From an optimization exercise on the open Yosys and OpenROAD flow, aimed at small area and a short achievable clock period; shortcuts taken in it are not production practice.
Where RTL was checked, it was by simulation tests only, not by an equivalence proof against the original.
Power and IR drop assume default switching activity.

==> run a: inputs <==
// alignCellTop
module alignCellTop (
  input  logic        clk,
  input  logic        rst,
  input  logic [76:0] n1_i,
  input  logic [76:0] n2_i,
  input  logic [76:0] n3_i,
  input  logic [1:0]  a_i,
  input  logic [1:0]  b_i,
  input  logic [1:0]  c_i,
  input  logic        en_i,
  output logic [76:0] state_o,
  output logic [1:0]  baseA_o,
  output logic        en_o
);
export LEC_CHECK = 0
export ABC_AREA = 1
export CAP_MARGIN = 20
export CORE_MARGIN = 2
export CORE_UTILIZATION = 45
export PLACE_DENSITY = 0.75
export SETUP_SLACK_MARGIN = 5
export SLEW_MARGIN = 20
create_clock -name core_clock -period 11.0 [get_ports {clk}]
standard.sh (not shown) runs the stock make flow with config.mk's settings and CLKGATE_MAP_FILE= SYNTH_SCRIPT=/design/flow/synth_recipe.tcl, a recipe that flattens the netlist after the stock synthesis.
==> flow/flow/run.sh <==
#!/bin/bash
# The standard layout, with plain sky130_fd_sc_hd__buf_1 cells as the port
# buffers (the resizer's timing repair sizes them up where a path needs it).
# make's full output goes to flow.log here; each ORFS step keeps its own log
# under orfs/logs/.
set -euo pipefail
bash standard.sh "BUFFER_PORTS_ARGS=-buffer_cell sky130_fd_sc_hd__buf_1" finish > flow.log 2>&1
==> inputs of run b, as changes to run a <==
--- a/flow/design.v
+++ b/flow/design.v
@@ -216,12 +216,13 @@
     o = cin;
     for (int i = 0; i < 13; i++) o = (a[i] & ~b[i]) | ((a[i] | ~b[i]) & o);
     ge13 = o;
   endfunction
   localparam int FM = 6, FIX = 5, FIY = 4, FIZ = 3, FIXY = 2, FIYZ = 1, FIXZ = 0;
   logic [76:0] S;
+  logic [10:0] iyzPre;
   logic [1:0]  A, B, C;
   logic        E;
   logic [10:0] mPre, ixyPre, ixzPre;
   logic        start;
   logic        eqAB, eqBC, eqAC, eqABn, eqBCn, eqACn;
   assign start = en_i & ~E;
@@ -297,38 +298,45 @@
   assign pB5 = n5[FIY] | n5[FIZ] | n5[FIYZ];
   assign pB6 = n6[FIY] | n6[FIZ] | n6[FIYZ];
   assign pB7 = n7[FIY] | n7[FIZ] | n7[FIYZ];
   logic [11:0] nA, nB, kyA, kyB, m3;
   logic [10:0] iyzF;
   logic        kAB;
-  logic [11:0] na1, na2, nb1;
-  assign na1 = ge12(km[FM],   km[FIX],  1'b1) ? km[FM]   : km[FIX];
-  assign na2 = ge12(km[FIXY], km[FIXZ], 1'b1) ? km[FIXY] : km[FIXZ];
-  assign nA  = ge12(na1, na2, 1'b1) ? na1 : na2;
-  assign nb1 = ge12(km[FIY],  km[FIZ],  1'b1) ? km[FIY]  : km[FIZ];
-  assign nB  = ge12(nb1, km[FIYZ], 1'b1) ? nb1 : km[FIYZ];
-  logic [11:0] nAr, nBr;
-  logic [5:0]  pAr, pBr;      
+  logic a01, a02, a03, a12, a13, a23, b01, b02, b12;
+  assign a01 = ge12(km[FM],   km[FIX],  1'b1);
+  assign a02 = ge12(km[FM],   km[FIXY], 1'b1);
+  assign a03 = ge12(km[FM],   km[FIXZ], 1'b1);
+  assign a12 = ge12(km[FIX],  km[FIXY], 1'b1);
+  assign a13 = ge12(km[FIX],  km[FIXZ], 1'b1);
+  assign a23 = ge12(km[FIXY], km[FIXZ], 1'b1);
+  assign nA  = ({12{ a01 &  a02 &  a03}} & km[FM])
+             | ({12{~a01 &  a12 &  a13}} & km[FIX])
+             | ({12{~a02 & ~a12 &  a23}} & km[FIXY])
+             | ({12{~a03 & ~a13 & ~a23}} & km[FIXZ]);
+  assign b01 = ge12(km[FIY],  km[FIZ],  1'b1);
+  assign b02 = ge12(km[FIY],  km[FIYZ], 1'b1);
+  assign b12 = ge12(km[FIZ],  km[FIYZ], 1'b1);
+  assign nB  = ({12{ b01 &  b02}} & km[FIY])
+             | ({12{~b01 &  b12}} & km[FIZ])
+             | ({12{~b02 & ~b12}} & km[FIYZ]);
+  assign m3  = ge12(nA, nB, 1'b1) ? nA : nB;
   always_comb begin
-    if (eqBC ? pAr[0] : |pAr[2:0])
-      kyA = {1'b1, 9'd0, eqBC ? 2'd0 : pAr[2] ? 2'd2 : pAr[1] ? 2'd1 : 2'd0};
+    if (eqBCn ? pA0 : (pA0 | pA1 | pA2))
+      kyA = {1'b1, 9'd0, eqBCn ? 2'd0 : pA2 ? 2'd2 : pA1 ? 2'd1 : 2'd0};
     else
-      kyA = {1'b0, pAr[5] ? 11'd2047 : pAr[4] ? 11'd2046 : pAr[3] ? 11'd2045 : nAr[10:0]};
-    if (~eqBC & |pBr[1:0])
-      kyB = {1'b1, 9'd0, pBr[1] ? 2'd1 : 2'd0};
+      kyA = {1'b0, pA7 ? 11'd2047 : pA6 ? 11'd2046 : pA5 ? 11'd2045 : nA[10:0]};
+    if (~eqBCn & (pB0 | pB1))
+      kyB = {1'b1, 9'd0, pB1 ? 2'd1 : 2'd0};
     else
-      kyB = {1'b0, pBr[5] ? 11'd2047 : pBr[4] ? 11'd2046 : pBr[3] ? 11'd2045 : nBr[10:0]};
+      kyB = {1'b0, pB7 ? 11'd2047 : pB6 ? 11'd2046 : pB5 ? 11'd2045 : nB[10:0]};
   end
   assign kAB  = ge12(kyA, kyB, 1'b0);
-  assign iyzF = kAB ? (eqBC ? kyA[10:0] - 11'd1 : kyA[10:0] - 11'd3)
-                    : (eqBC ? kyB[10:0]          : kyB[10:0] - 11'd2);
-  assign m3   = ge12(nAr, nBr, 1'b1) ? nAr : nBr;
+  assign iyzF = kAB ? (eqBCn ? kyA[10:0] - 11'd1 : kyA[10:0] - 11'd3)
+                    : (eqBCn ? kyB[10:0]          : kyB[10:0] - 11'd2);
   logic [10:0] mK;        
   logic [5:0]  mP;        
-  assign mK = m3[10:0];
-  assign mP = pAr | pBr;
   logic        t3, tm1;
   logic [10:0] mPreX;
   assign t3  = eqABn & eqBCn;
   assign tm1 = ~t3 & (eqABn | eqBCn | eqACn);
   always_comb begin
     if (t3)
@@ -345,29 +353,27 @@
   assign mN   = start ? ((eqAB & eqBC) ? 11'd3 : (eqAB | eqBC | eqAC) ? 11'h7ff : 11'h7fd) : mPre;
   assign ixyN = start ? (eqAB ? 11'd0 : 11'h7fe) : ixyPre;
   assign ixzN = start ? (eqAC ? 11'd0 : 11'h7fe) : ixzPre;
   always_ff @(posedge clk or posedge rst) begin
     if (rst) begin
       S      <= '0;
-      nAr    <= 12'hc00;   
-      nBr    <= 12'hc00;
-      pAr    <= '0;
-      pBr    <= '0;
+      iyzPre <= '0;
+      mK     <= 11'h400;   
+      mP     <= '0;
       A      <= '0;
       B      <= '0;
       C      <= '0;
       E      <= 1'b0;
       mPre   <= 11'd3;    
       ixyPre <= '0;
       ixzPre <= '0;
     end else begin
-      S      <= {mN, ixN, iyN, izN, ixyN, {~iyzF[10], iyzF[9:0]}, ixzN};
-      nAr    <= nA;
-      nBr    <= nB;
-      pAr    <= {pA7, pA6, pA5, pA2, pA1, pA0};
-      pBr    <= {pB7, pB6, pB5, pB2, pB1, pB0};
+      S      <= {mN, ixN, iyN, izN, ixyN, iyzPre, ixzN};
+      iyzPre <= {~iyzF[10], iyzF[9:0]};
+      mK     <= m3[10:0];
+      mP     <= {pA7 | pB7, pA6 | pB6, pA5 | pB5, pA2 | pB2, pA1 | pB1, pA0 | pB0};
       A      <= a_i;
       B      <= b_i;
       C      <= c_i;
       E      <= en_i;
       mPre   <= {~mPreX[10], mPreX[9:0]};
       ixyPre <= ixyPreD;
PLACE_DENSITY = unset   (was 0.75)
SETUP_SLACK_MARGIN = 4   (was 5)
==> inputs of run c, as changes to run a <==
--- a/flow/design.v
+++ b/flow/design.v
@@ -154,17 +154,26 @@
     thr[R0*3 +: 3] = 3'(r);  thr[R1*3 +: 3] = 3'(r);
     thr[S0*3 +: 3] = 3'(s1);
   endfunction
   localparam logic [20:0] THR_T1  = thr(4, 3, 3, 2);
   localparam logic [20:0] THR_T21 = thr(1, 0, 1, 0);    
   localparam logic [20:0] THR_T20 = thr(3, 2, 3, 2);    
+  logic [8:0]  hiA1, hiB1;
+  logic [1:0]  loA2, loB2;
+  logic        bwA2, bwB2;
   logic [10:0] rA1, rB1, rA2, rB2;
-  assign rA1 = yA[10:0] - 11'd4;
-  assign rB1 = yB[10:0] - 11'd3;
-  assign rA2 = bonus_i ? yA[10:0] - 11'd1 : yA[10:0] - 11'd3;
-  assign rB2 = bonus_i ? yB[10:0] - 11'd1 : yB[10:0] - 11'd3;
+  assign hiA1 = yA[10:2] - 9'd1;
+  assign hiB1 = yB[10:2] - 9'd1;
+  assign rA1  = {hiA1, yA[1:0]};
+  assign rB1  = {(yB[1:0] != 2'd3) ? hiB1 : yB[10:2], yB[1:0] + 2'd1};
+  assign loA2 = bonus_i ? yA[1:0] - 2'd1 : yA[1:0] + 2'd1;
+  assign loB2 = bonus_i ? yB[1:0] - 2'd1 : yB[1:0] + 2'd1;
+  assign bwA2 = bonus_i ? (yA[1:0] == 2'd0) : (yA[1:0] != 2'd3);
+  assign bwB2 = bonus_i ? (yB[1:0] == 2'd0) : (yB[1:0] != 2'd3);
+  assign rA2  = {bwA2 ? hiA1 : yA[10:2], loA2};
+  assign rB2  = {bwB2 ? hiB1 : yB[10:2], loB2};
   max7Tree #(.THR1(THR_T1), .THR0(THR_T1), .CA1(4), .CA0(4), .CB1(3), .CB0(3)) fix1 (
     .x_i(xAll), .bonus_i(1'b1), .sel_i(gtAB),
     .ya_i(yA), .ra_i(rA1), .yb_i(yB), .rb_i(rB1), .max_o(f1));
   max7Tree #(.THR1(THR_T21), .THR0(THR_T20), .CA1(1), .CA0(3), .CB1(1), .CB0(3)) fix2 (
     .x_i(xAll), .bonus_i(bonus_i), .sel_i(geAB),
     .ya_i(yA), .ra_i(rA2), .yb_i(yB), .rb_i(rB2), .max_o(f2));
@@ -208,12 +217,18 @@
     for (int j = 0; j < 2; j++) begin
       g3[j] = g2[2*j+1] | (t2[2*j+1] & g2[2*j]);
       t3[j] = t2[2*j+1] & t2[2*j];
     end
     ge12 = g3[1] | (t3[1] & g3[0]);
   endfunction
+  function automatic logic ge12r(input logic [11:0] a, input logic [11:0] b, input logic cin);
+    logic o;
+    o = cin;
+    for (int i = 0; i < 12; i++) o = (a[i] & ~b[i]) | ((a[i] | ~b[i]) & o);
+    ge12r = o;
+  endfunction
   function automatic logic ge13(input logic [12:0] a, input logic [12:0] b, input logic cin);
     logic o;
     o = cin;
     for (int i = 0; i < 13; i++) o = (a[i] & ~b[i]) | ((a[i] | ~b[i]) & o);
     ge13 = o;
   endfunction
@@ -253,19 +268,19 @@
   assign ks[FIX]  = wkey(xs[FIX],  3'd2);
   assign ks[FIY]  = wkey(xs[FIY],  3'd3);
   assign ks[FIZ]  = wkey(xs[FIZ],  3'd3);
   assign ks[FIXY] = wkey(xs[FIXY], 3'd3);
   assign ks[FIYZ] = wkey(xs[FIYZ], 3'd4);
   assign ks[FIXZ] = wkey(xs[FIXZ], 3'd3);
-  assign c1a = ge12(ks[FIY],  ks[FIZ],  1'b1);
+  assign c1a = ge12r(ks[FIY],  ks[FIZ],  1'b1);
   assign s1a = c1a ? ks[FIY] : ks[FIZ];
-  assign c1b = ge12(ks[FIXY], ks[FIXZ], 1'b1);
+  assign c1b = ge12r(ks[FIXY], ks[FIXZ], 1'b1);
   assign s1b = c1b ? ks[FIXY] : ks[FIXZ];
-  assign c2  = ge12(s1a, s1b, 1'b1);
+  assign c2  = ge12r(s1a, s1b, 1'b1);
   assign s2  = c2 ? s1a : s1b;                        
-  assign c4  = ge12(ks[FM], ks[FIYZ], 1'b1);
+  assign c4  = ge12r(ks[FM], ks[FIYZ], 1'b1);
   assign s4  = c4 ? ks[FM] : ks[FIYZ];                
   assign sIx1 = {1'b0, ks[FIX]} + 13'd1;              
   assign cz = ge13({1'b0, s4}, sIx1, 1'b0);
   assign sZ = cz ? {1'b0, s4} : sIx1 + 13'd1;
   assign cw = ge13({1'b0, s2} + 13'd1, sZ, 1'b1);
   assign sW = cw ? {1'b0, s2} + 13'd1 : sZ;
@@ -315,16 +330,20 @@
       kyA = {1'b0, pAr[5] ? 11'd2047 : pAr[4] ? 11'd2046 : pAr[3] ? 11'd2045 : nAr[10:0]};
     if (~eqBC & |pBr[1:0])
       kyB = {1'b1, 9'd0, pBr[1] ? 2'd1 : 2'd0};
     else
       kyB = {1'b0, pBr[5] ? 11'd2047 : pBr[4] ? 11'd2046 : pBr[3] ? 11'd2045 : nBr[10:0]};
   end
-  assign kAB  = ge12(kyA, kyB, 1'b0);
-  assign iyzF = kAB ? (eqBC ? kyA[10:0] - 11'd1 : kyA[10:0] - 11'd3)
-                    : (eqBC ? kyB[10:0]          : kyB[10:0] - 11'd2);
-  assign m3   = ge12(nAr, nBr, 1'b1) ? nAr : nBr;
+  assign kAB  = ge12r(kyA, kyB, 1'b0);
+  logic [11:0] kyW;
+  logic [1:0]  tW, loW;
+  assign kyW  = kAB ? kyA : kyB;
+  assign tW   = kAB ? (eqBC ? 2'd1 : 2'd3) : (eqBC ? 2'd0 : 2'd2);
+  assign loW  = kyW[1:0] - tW;
+  assign iyzF = {(kyW[1:0] < tW) ? kyW[10:2] - 9'd1 : kyW[10:2], loW};
+  assign m3   = ge12r(nAr, nBr, 1'b1) ? nAr : nBr;
   logic [10:0] mK;        
   logic [5:0]  mP;        
   assign mK = m3[10:0];
   assign mP = pAr | pBr;
   logic        t3, tm1;
   logic [10:0] mPreX;
PLACE_DENSITY = unset   (was 0.75)
==> reports/summary.json <==
{
  "p_int": {"value": 2.81, "unit": "mW"},
  "area_share_clock_buf_inv": {"value": 0.0259},
  "synthAdderAreaFrac": {"value": 0.0197},
  "final_layout_size_suffix_gt1_frac": {"value": 0.0347},
  "cts_sinks": {"value": 145},
  "power.switching_fraction": {"value": 0.583},
  "grt_util_met2": {"value": 0.486},
  "syn_area": {"value": 0.0214, "unit": "mm^2"},
  "end_point_of_the_worst_hold_path": {"value": "alignCell_inst.S[20]"},
  "setup.reg_to_reg.worst_slack": {"value": 5.51, "unit": "ns"},
  "irDropWorstVdd": {"value": 0.394, "unit": "mV"},
  "crit_path_top_delay_cell": {"value": "sky130_fd_sc_hd__o221ai_1"},
  "nClkBuffers": {"value": 22},
  "status": {"value": "complete, no violations"}
}
-- figures above: run b

==> reports/summary.json <==
{
  "irDropWorstVdd": {"value": 0.519, "unit": "mV"},
  "io_buffers": {"value": 319},
  "syn_area": {"value": 0.0208, "unit": "mm^2"},
  "cts_sinks": {"value": 153},
  "area_share_clock_buf_inv": {"value": 0.0243},
  "p_int": {"value": 2.77, "unit": "mW"},
  "final_layout_size_suffix_gt1_frac": {"value": 0.0988},
  "grt_util_met2": {"value": 0.490},
  "crit_path_top_delay_cell": {"value": "sky130_fd_sc_hd__nor3_4"},
  "synthAdderAreaFrac": {"value": 0.0223},
  "status": {"value": "complete, no violations"},
  "power.switching_fraction": {"value": 0.581}
}
-- figures above: run c

==> reports/summary.json <==
{
  "area_share_clock_buf_inv": {"value": 0.0254},
  "crit_path_top_delay_cell": {"value": "sky130_fd_sc_hd__nor3b_4"},
  "p_int": {"value": 2.93, "unit": "mW"},
  "nClkBuffers": {"value": 20},
  "synthAdderAreaFrac": {"value": 0.0197},
  "setup.reg_to_reg.worst_slack": {"value": 5.66, "unit": "ns"},
  "final_layout_size_suffix_gt1_frac": {"value": 0.0716},
  "status": {"value": "complete, no violations"},
  "grt_util_met2": {"value": 0.447},
  "pre_cts_ws": {"value": 3.66, "unit": "ns"},
  "end_point_of_the_worst_hold_path": {"value": "alignCell_inst.S[32]"},
  "syn_area": {"value": 0.0208, "unit": "mm^2"}
}
-- figures above: run a

The RTL of run c was laid out without a check of its function.


==> trial 95 <==
alignCellTop, a different RTL version from the one above (not shown whole).
// alignCellTop
module alignCellTop (
  input  logic        clk,
  input  logic        rst,
  input  logic [76:0] n1_i,
  input  logic [76:0] n2_i,
  input  logic [76:0] n3_i,
  input  logic [1:0]  a_i,
  input  logic [1:0]  b_i,
  input  logic [1:0]  c_i,
  input  logic        en_i,
  output logic [76:0] state_o,
  output logic [1:0]  baseA_o,
  output logic        en_o
);
make LEC_CHECK=0 CAP_MARGIN=20 CORE_MARGIN=2 CORE_UTILIZATION=45 SETUP_SLACK_MARGIN=4 SLEW_MARGIN=20 finish   # period 11.0 ns
run.sh (not shown) runs the stock make flow with config.mk's settings and CLKGATE_MAP_FILE= SYNTH_SCRIPT=/design/flow/synth_recipe.tcl, a recipe that flattens the netlist after the stock synthesis.
Stock flow here: none of the scripts above is used.
==> trial 47 (differences from trial 95) <==
--- a/flow/design.v
+++ b/flow/design.v
@@ -23,13 +23,11 @@
 endpackage
 `timescale 1ns/1ps
 module max7Tree (
   input  logic [76:0] x_i,      
   input  logic [20:0] thr_i,    
-  input  logic        sel_i,    
-  input  logic [10:0] ra_i,
-  input  logic [10:0] rb_i,
+  input  logic [10:0] r_i,      
   output logic [10:0] max_o
 );
   logic       anyW;
   logic [1:0] q;
   logic [6:0] wrapped;
@@ -43,15 +41,11 @@
     q[1] = 1'b0;
     for (int f = 0; f < 7; f++) q[1] = q[1] | (wrapped[f] & qf[f][1]);
     q[0] = 1'b0;
     for (int f = 0; f < 7; f++) q[0] = q[0] | (wrapped[f] & qf[f][0] & (qf[f][1] | ~q[1]));
   end
-  logic ltA, ltB, lt;
-  assign ltA = ~&ra_i[10:2] | (ra_i[1:0] < q);
-  assign ltB = ~&rb_i[10:2] | (rb_i[1:0] < q);
-  assign lt  = sel_i ? ltA : ltB;
-  assign max_o = (anyW & lt) ? {9'h1ff, q} : (sel_i ? ra_i : rb_i);
+  assign max_o = (anyW && (~&r_i[10:2] || r_i[1:0] < q)) ? {9'h1ff, q} : r_i;
 endmodule
 `timescale 1ns/1ps
 module neighborDelay;
 endmodule
 `timescale 1ns/1ps
@@ -78,12 +72,12 @@
     assign X[f] = {~src_i[f*11+10], src_i[f*11 +: 10]};
     assign xAll[f*11 +: 11] = X[f];
   end
   logic        selP, selQ, selR, aP, bR, gtAB, geAB;
   logic [10:0] xP, xQ, xR;
-  logic [11:0] yA, yB, yS, yQ;
-  logic [10:0] f1, f2;
+  logic [11:0] yA, yB, yS, yQ, y1, y2;
+  logic [10:0] r1, r2, f1, f2;
   assign selP = ge12({1'b0, X[P0]}, {1'b0, X[P1]}, 1'b1);
   assign xP   = selP ? X[P0] : X[P1];
   assign selQ = ge12({1'b0, X[Q0]}, {1'b0, X[Q1]}, 1'b1);
   assign xQ   = selQ ? X[Q0] : X[Q1];
   assign selR = ge12({1'b0, X[R0]}, {1'b0, X[R1]}, 1'b1);
@@ -94,15 +88,14 @@
   assign yA = aP ? {1'b0, xP} : yQ;
   assign bR = ge12({1'b0, xR}, {1'b0, X[S0]}, 1'b0);
   assign yB = bR ? {1'b0, xR} : yS;
   assign gtAB = ge12(yA, yB, 1'b0);
   assign geAB = ge12(yA, yB, 1'b1);
-  logic [10:0] rA1, rB1, rA2, rB2;
-  assign rA1 = yA[10:0] - 11'd4;
-  assign rB1 = yB[10:0] - 11'd3;
-  assign rA2 = bonus_i ? yA[10:0] - 11'd1 : yA[10:0] - 11'd3;
-  assign rB2 = bonus_i ? yB[10:0] - 11'd1 : yB[10:0] - 11'd3;
+  assign y1 = gtAB ? yA : yB;
+  assign y2 = geAB ? yA : yB;
+  assign r1 = y1[10:0] - (gtAB ? 11'd4 : 11'd3);
+  assign r2 = y2[10:0] - (bonus_i ? 11'd1 : 11'd3);
   logic [20:0] thr1, thr2;
   always_comb begin
     thr1 = '0;
     thr2 = '0;
     thr1[P0*3 +: 3] = 3'd4;  thr1[P1*3 +: 3] = 3'd4;
@@ -112,12 +105,12 @@
     thr2[P0*3 +: 3] = bonus_i ? 3'd1 : 3'd3;  thr2[P1*3 +: 3] = bonus_i ? 3'd1 : 3'd3;
     thr2[Q0*3 +: 3] = bonus_i ? 3'd0 : 3'd2;  thr2[Q1*3 +: 3] = bonus_i ? 3'd0 : 3'd2;
     thr2[R0*3 +: 3] = bonus_i ? 3'd1 : 3'd3;  thr2[R1*3 +: 3] = bonus_i ? 3'd1 : 3'd3;
     thr2[S0*3 +: 3] = bonus_i ? 3'd0 : 3'd2;
   end
-  max7Tree fix1 (.x_i(xAll), .thr_i(thr1), .sel_i(gtAB), .ra_i(rA1), .rb_i(rB1), .max_o(f1));
-  max7Tree fix2 (.x_i(xAll), .thr_i(thr2), .sel_i(geAB), .ra_i(rA2), .rb_i(rB2), .max_o(f2));
+  max7Tree fix1 (.x_i(xAll), .thr_i(thr1), .r_i(r1), .max_o(f1));
+  max7Tree fix2 (.x_i(xAll), .thr_i(thr2), .r_i(r2), .max_o(f2));
   assign t1_o = {~f1[10], f1[9:0]};
   assign t2_o = {~f2[10], f2[9:0]};
 endmodule
 `timescale 1ns/1ps
 module alignCell (
@@ -137,16 +130,10 @@
   function automatic logic ge12(input logic [11:0] a, input logic [11:0] b, input logic cin);
     logic o;
     o = cin;
     for (int i = 0; i < 12; i++) o = (a[i] & ~b[i]) | ((a[i] | ~b[i]) & o);
     ge12 = o;
-  endfunction
-  function automatic logic ge13(input logic [12:0] a, input logic [12:0] b, input logic cin);
-    logic o;
-    o = cin;
-    for (int i = 0; i < 13; i++) o = (a[i] & ~b[i]) | ((a[i] | ~b[i]) & o);
-    ge13 = o;
   endfunction
   localparam int FM = 6, FIX = 5, FIY = 4, FIZ = 3, FIXY = 2, FIYZ = 1, FIXZ = 0;
   logic [76:0] S;
   logic [76:0] N1a;
   logic [1:0]  A, B, C;
@@ -166,69 +153,57 @@
     .src_i(n2_i), .bonus_i(eqABn), .t1_o(iyN), .t2_o(ixyPreD));
   cellUpdate #(.P0(FM), .P1(FIXY), .Q0(FIX), .Q1(FIXZ), .R0(FIY), .R1(FIYZ), .S0(FIZ)) uN3 (
     .src_i(n3_i), .bonus_i(eqACn), .t1_o(izN), .t2_o(ixzPreD));
   logic [10:0] xs [7];
   logic [10:0] xn [7];
+  logic [76:0] xsAll, xnAll;
   for (genvar f = 0; f < 7; f++) begin : gX
     assign xs[f] = {~S[f*11+10], S[f*11 +: 10]};
     assign xn[f] = {~N1a[f*11+10], N1a[f*11 +: 10]};
-  end
-  function automatic logic [11:0] wkey(input logic [10:0] x, input logic [2:0] c);
-    wkey = {~|x[10:3] & (x[2:0] < c), x};
-  endfunction
-  logic [11:0] s1a, s1b, s2, s4, ks [7];
-  logic [12:0] sIx1, s4d, sZ, sW;
-  logic [10:0] ixF;
+    assign xsAll[f*11 +: 11] = xs[f];
+    assign xnAll[f*11 +: 11] = xn[f];
+  end
+  logic [10:0] s1a, s1b, s2, s4, ixR, ixF;
+  logic [11:0] sIx1, s4d, sZ, sW;
   logic        c1a, c1b, c2, c4, cz, cw;
-  assign ks[FM]   = wkey(xs[FM],   3'd4);
-  assign ks[FIX]  = wkey(xs[FIX],  3'd2);
-  assign ks[FIY]  = wkey(xs[FIY],  3'd3);
-  assign ks[FIZ]  = wkey(xs[FIZ],  3'd3);
-  assign ks[FIXY] = wkey(xs[FIXY], 3'd3);
-  assign ks[FIYZ] = wkey(xs[FIYZ], 3'd4);
-  assign ks[FIXZ] = wkey(xs[FIXZ], 3'd3);
-  assign c1a = ge12(ks[FIY],  ks[FIZ],  1'b1);
-  assign s1a = c1a ? ks[FIY] : ks[FIZ];
-  assign c1b = ge12(ks[FIXY], ks[FIXZ], 1'b1);
-  assign s1b = c1b ? ks[FIXY] : ks[FIXZ];
-  assign c2  = ge12(s1a, s1b, 1'b1);
+  assign c1a = ge12({1'b0, xs[FIY]},  {1'b0, xs[FIZ]},  1'b1);
+  assign s1a = c1a ? xs[FIY] : xs[FIZ];
+  assign c1b = ge12({1'b0, xs[FIXY]}, {1'b0, xs[FIXZ]}, 1'b1);
+  assign s1b = c1b ? xs[FIXY] : xs[FIXZ];
+  assign c2  = ge12({1'b0, s1a}, {1'b0, s1b}, 1'b1);
   assign s2  = c2 ? s1a : s1b;                        
-  assign c4  = ge12(ks[FM], ks[FIYZ], 1'b1);
-  assign s4  = c4 ? ks[FM] : ks[FIYZ];                
-  assign sIx1 = {1'b0, ks[FIX]} + 13'd1;              
-  assign cz = ge13({1'b0, s4}, sIx1, 1'b0);
-  assign sZ = cz ? {1'b0, s4} : sIx1 + 13'd1;
-  assign cw = ge13({1'b0, s2} + 13'd1, sZ, 1'b1);
-  assign sW = cw ? {1'b0, s2} + 13'd1 : sZ;
-  assign ixF = sW[10:0] - 11'd4;
-  logic [2:0]  tA, tB;
-  logic [11:0] kn [7];
-  logic [11:0] na1, na2, nA, nb1, nB;
-  logic [10:0] iyzF;
-  logic        ka1, ka2, kA, kb1, kB, kAB;
+  assign c4  = ge12({1'b0, xs[FM]}, {1'b0, xs[FIYZ]}, 1'b1);
+  assign s4  = c4 ? xs[FM] : xs[FIYZ];                
+  assign sIx1 = {1'b0, xs[FIX]} + 12'd1;              
+  assign s4d  = {1'b0, s4} + 12'hfff;                 
+  assign cz = ge12({1'b0, s4}, sIx1, 1'b0);
+  assign sZ = cz ? s4d + 12'd1 : sIx1 + 12'd1;
+  assign cw = ge12({1'b0, s2} + 12'd1, sZ, 1'b1);
+  assign sW = cw ? {1'b0, s2} + 12'd1 : sZ;
+  assign ixR = sW[10:0] - 11'd4;
+  max7Tree fixIx (.x_i(xsAll),
+                  .thr_i({3'd4, 3'd2, 3'd3, 3'd3, 3'd3, 3'd4, 3'd3}),
+                  .r_i(ixR), .max_o(ixF));
+  logic [10:0] na1, na2, nA, nb1, nB, iyzR, iyzF;
+  logic        ka1, ka2, kA, kb1, kAB;
+  assign ka1 = ge12({1'b0, xn[FM]},   {1'b0, xn[FIX]},  1'b1);
+  assign na1 = ka1 ? xn[FM] : xn[FIX];
+  assign ka2 = ge12({1'b0, xn[FIXY]}, {1'b0, xn[FIXZ]}, 1'b1);
+  assign na2 = ka2 ? xn[FIXY] : xn[FIXZ];
+  assign kA  = ge12({1'b0, na1}, {1'b0, na2}, 1'b1);
+  assign nA  = kA ? na1 : na2;
+  assign kb1 = ge12({1'b0, xn[FIY]},  {1'b0, xn[FIZ]},  1'b1);
+  assign nb1 = kb1 ? xn[FIY] : xn[FIZ];
+  logic        kB;
+  assign kB  = ge12({1'b0, nb1}, {1'b0, xn[FIYZ]}, 1'b1);
+  assign nB  = kB ? nb1 : xn[FIYZ];
+  assign kAB = ge12({1'b0, nA}, {1'b0, nB}, 1'b0);
+  assign iyzR = kAB ? nA - (eqBC ? 11'd1 : 11'd3) : nB - (eqBC ? 11'd0 : 11'd2);
+  logic [2:0] tA, tB;
   assign tA = eqBC ? 3'd1 : 3'd3;
   assign tB = eqBC ? 3'd0 : 3'd2;
-  assign kn[FM]   = wkey(xn[FM],   tA);
-  assign kn[FIX]  = wkey(xn[FIX],  tA);
-  assign kn[FIXY] = wkey(xn[FIXY], tA);
-  assign kn[FIXZ] = wkey(xn[FIXZ], tA);
-  assign kn[FIY]  = wkey(xn[FIY],  tB);
-  assign kn[FIZ]  = wkey(xn[FIZ],  tB);
-  assign kn[FIYZ] = wkey(xn[FIYZ], tB);
-  assign ka1 = ge12(kn[FM],   kn[FIX],  1'b1);
-  assign na1 = ka1 ? kn[FM] : kn[FIX];
-  assign ka2 = ge12(kn[FIXY], kn[FIXZ], 1'b1);
-  assign na2 = ka2 ? kn[FIXY] : kn[FIXZ];
-  assign kA  = ge12(na1, na2, 1'b1);
-  assign nA  = kA ? na1 : na2;
-  assign kb1 = ge12(kn[FIY],  kn[FIZ],  1'b1);
-  assign nb1 = kb1 ? kn[FIY] : kn[FIZ];
-  assign kB  = ge12(nb1, kn[FIYZ], 1'b1);
-  assign nB  = kB ? nb1 : kn[FIYZ];
-  assign kAB  = ge12(nA, nB, 1'b0);
-  assign iyzF = kAB ? (eqBC ? nA[10:0] - 11'd1 : nA[10:0] - 11'd3)
-                     : (eqBC ? nB[10:0]          : nB[10:0] - 11'd2);
+  max7Tree fixIyz (.x_i(xnAll), .thr_i({tA, tA, tB, tB, tA, tB, tA}), .r_i(iyzR), .max_o(iyzF));
   logic t3, tm1;
   assign t3  = eqABn & eqBCn;
   assign tm1 = ~t3 & (eqABn | eqBCn | eqACn);
   logic [11:0] km [7];
   for (genvar f = 0; f < 7; f++) begin : gKm
@@ -243,11 +218,11 @@
   assign m1c = ge12(km[FIXY], km[FIYZ], 1'b1) ? km[FIXY] : km[FIYZ];
   assign m2a = ge12(m1a, m1b, 1'b1) ? m1a : m1b;
   assign m2b = ge12(m1c, km[FIXZ], 1'b1) ? m1c : km[FIXZ];
   assign m3  = ge12(m2a, m2b, 1'b1) ? m2a : m2b;
   logic [10:0] mPreX;
-  assign mPreX = t3 ? m3[10:0] + 11'd3 : tm1 ? m3[10:0] - 11'd1 : m3[10:0] - 11'd3;
+  assign mPreX = m3[10:0] + (t3 ? 11'd3 : tm1 ? 11'h7ff : 11'h7fd);
   logic [10:0] mN, ixN, ixyN, ixzN;
   assign ixN  = start ? 11'h7fe : {~ixF[10], ixF[9:0]};
   assign mN   = start ? ((eqAB & eqBC) ? 11'd3 : (eqAB | eqBC | eqAC) ? 11'h7ff : 11'h7fd) : mPre;
   assign ixyN = start ? (eqAB ? 11'd0 : 11'h7fe) : ixyPre;
   assign ixzN = start ? (eqAC ? 11'd0 : 11'h7fe) : ixzPre;
--- a/flow/config.mk
+++ b/flow/config.mk
@@ -6,7 +6,6 @@
 export NUM_CORES = 4
 export LEC_CHECK = 0
 export CAP_MARGIN = 20
 export CORE_MARGIN = 2
 export CORE_UTILIZATION = 45
-export SETUP_SLACK_MARGIN = 4
 export SLEW_MARGIN = 20
==> run summary <==
Skew-Pair Late Insertion Delay: trial 95 0.49 ns; trial 47 0.45 ns
Post-synthesis instance area: trial 95 0.0238 mm2; trial 47 0.0231 mm2
Synthesized instance count: trial 95 3128; trial 47 3023
Run status: trial 95 finished clean; trial 47 finished clean
CP max stage delay: trial 95 0.41 ns; trial 47 0.65 ns
Share of the yosys chip area belonging to registers: trial 95 20.4%; trial 47 21.1%
Worst Min Path Start: trial 95 alignCell_inst.mPre[6]$_DFF_PP0_; trial 47 alignCell_inst.mPre[2]$_DFF_PP0_
Maximum vdd ir drop: trial 95 0.000367 V; trial 47 0.000285 V
Adder-cell share of the synthesized area: trial 95 5.89%; trial 47 6.51%
First-pass GRT wire length: trial 95 148000 um; trial 47 130000 um
Cell Pwr Density: trial 95 269 mW/mm2; trial 47 279 mW/mm2
CTS-repair resized insts: trial 95 636; trial 47 0
Core footprint: trial 95 0.0524 mm2; trial 47 0.0504 mm2
No functional check of the RTL was part of trial 95.

## re-timing with driven ports
Ports are ideal in the flow. The routed layouts listed here were re-timed in OpenROAD.
Step 1 (the two cells are an assumption about what drives the block):
set clk [get_ports {clk}]
set_driving_cell -lib_cell sky130_fd_sc_hd__clkbuf_16 $clk
set_driving_cell -lib_cell sky130_fd_sc_hd__buf_2 [delete_from_list [all_inputs] $clk]
Step 2 times the ports against the registers' clock, not the clock port: input delays grow and output delays shrink by t, the midpoint of the rising clock arrivals with the driver on.
Slacks: no drivers / after step 1 / after step 2; pairs: no drivers / after step 1.
| run | t (ns) | slack for setup (ns) | latest minus earliest clock arrival (ns) | slew at the worst register clock pin (ns) | cell pins on the clock port's net |
|---|---|---|---|---|---|
| run a | 0.469 | 5.199 / 5.224 / 4.756 | 0.015 / 0.015 | 0.07 / 0.07 | 1 |
| run b | 0.463 | 4.457 / 4.480 / 4.018 | 0.013 / 0.013 | 0.07 / 0.07 | 1 |
| run c | 0.478 | 5.085 / 5.103 / 4.625 | 0.019 / 0.019 | 0.08 / 0.08 | 1 |
| trial 95 | 0.528 | 2.399 / 2.402 / 1.874 | 0.027 / 0.028 | 0.10 / 0.10 | 1 |
| trial 47 | 0.495 | 0.723 / 0.748 / 0.253 | 0.013 / 0.014 | 0.08 / 0.08 | 1 |
After both steps setup and hold are still met in every run listed. The setup slack of trial 95, which loses most, moves by +0.003 ns with the drivers and by -0.525 ns with both steps.
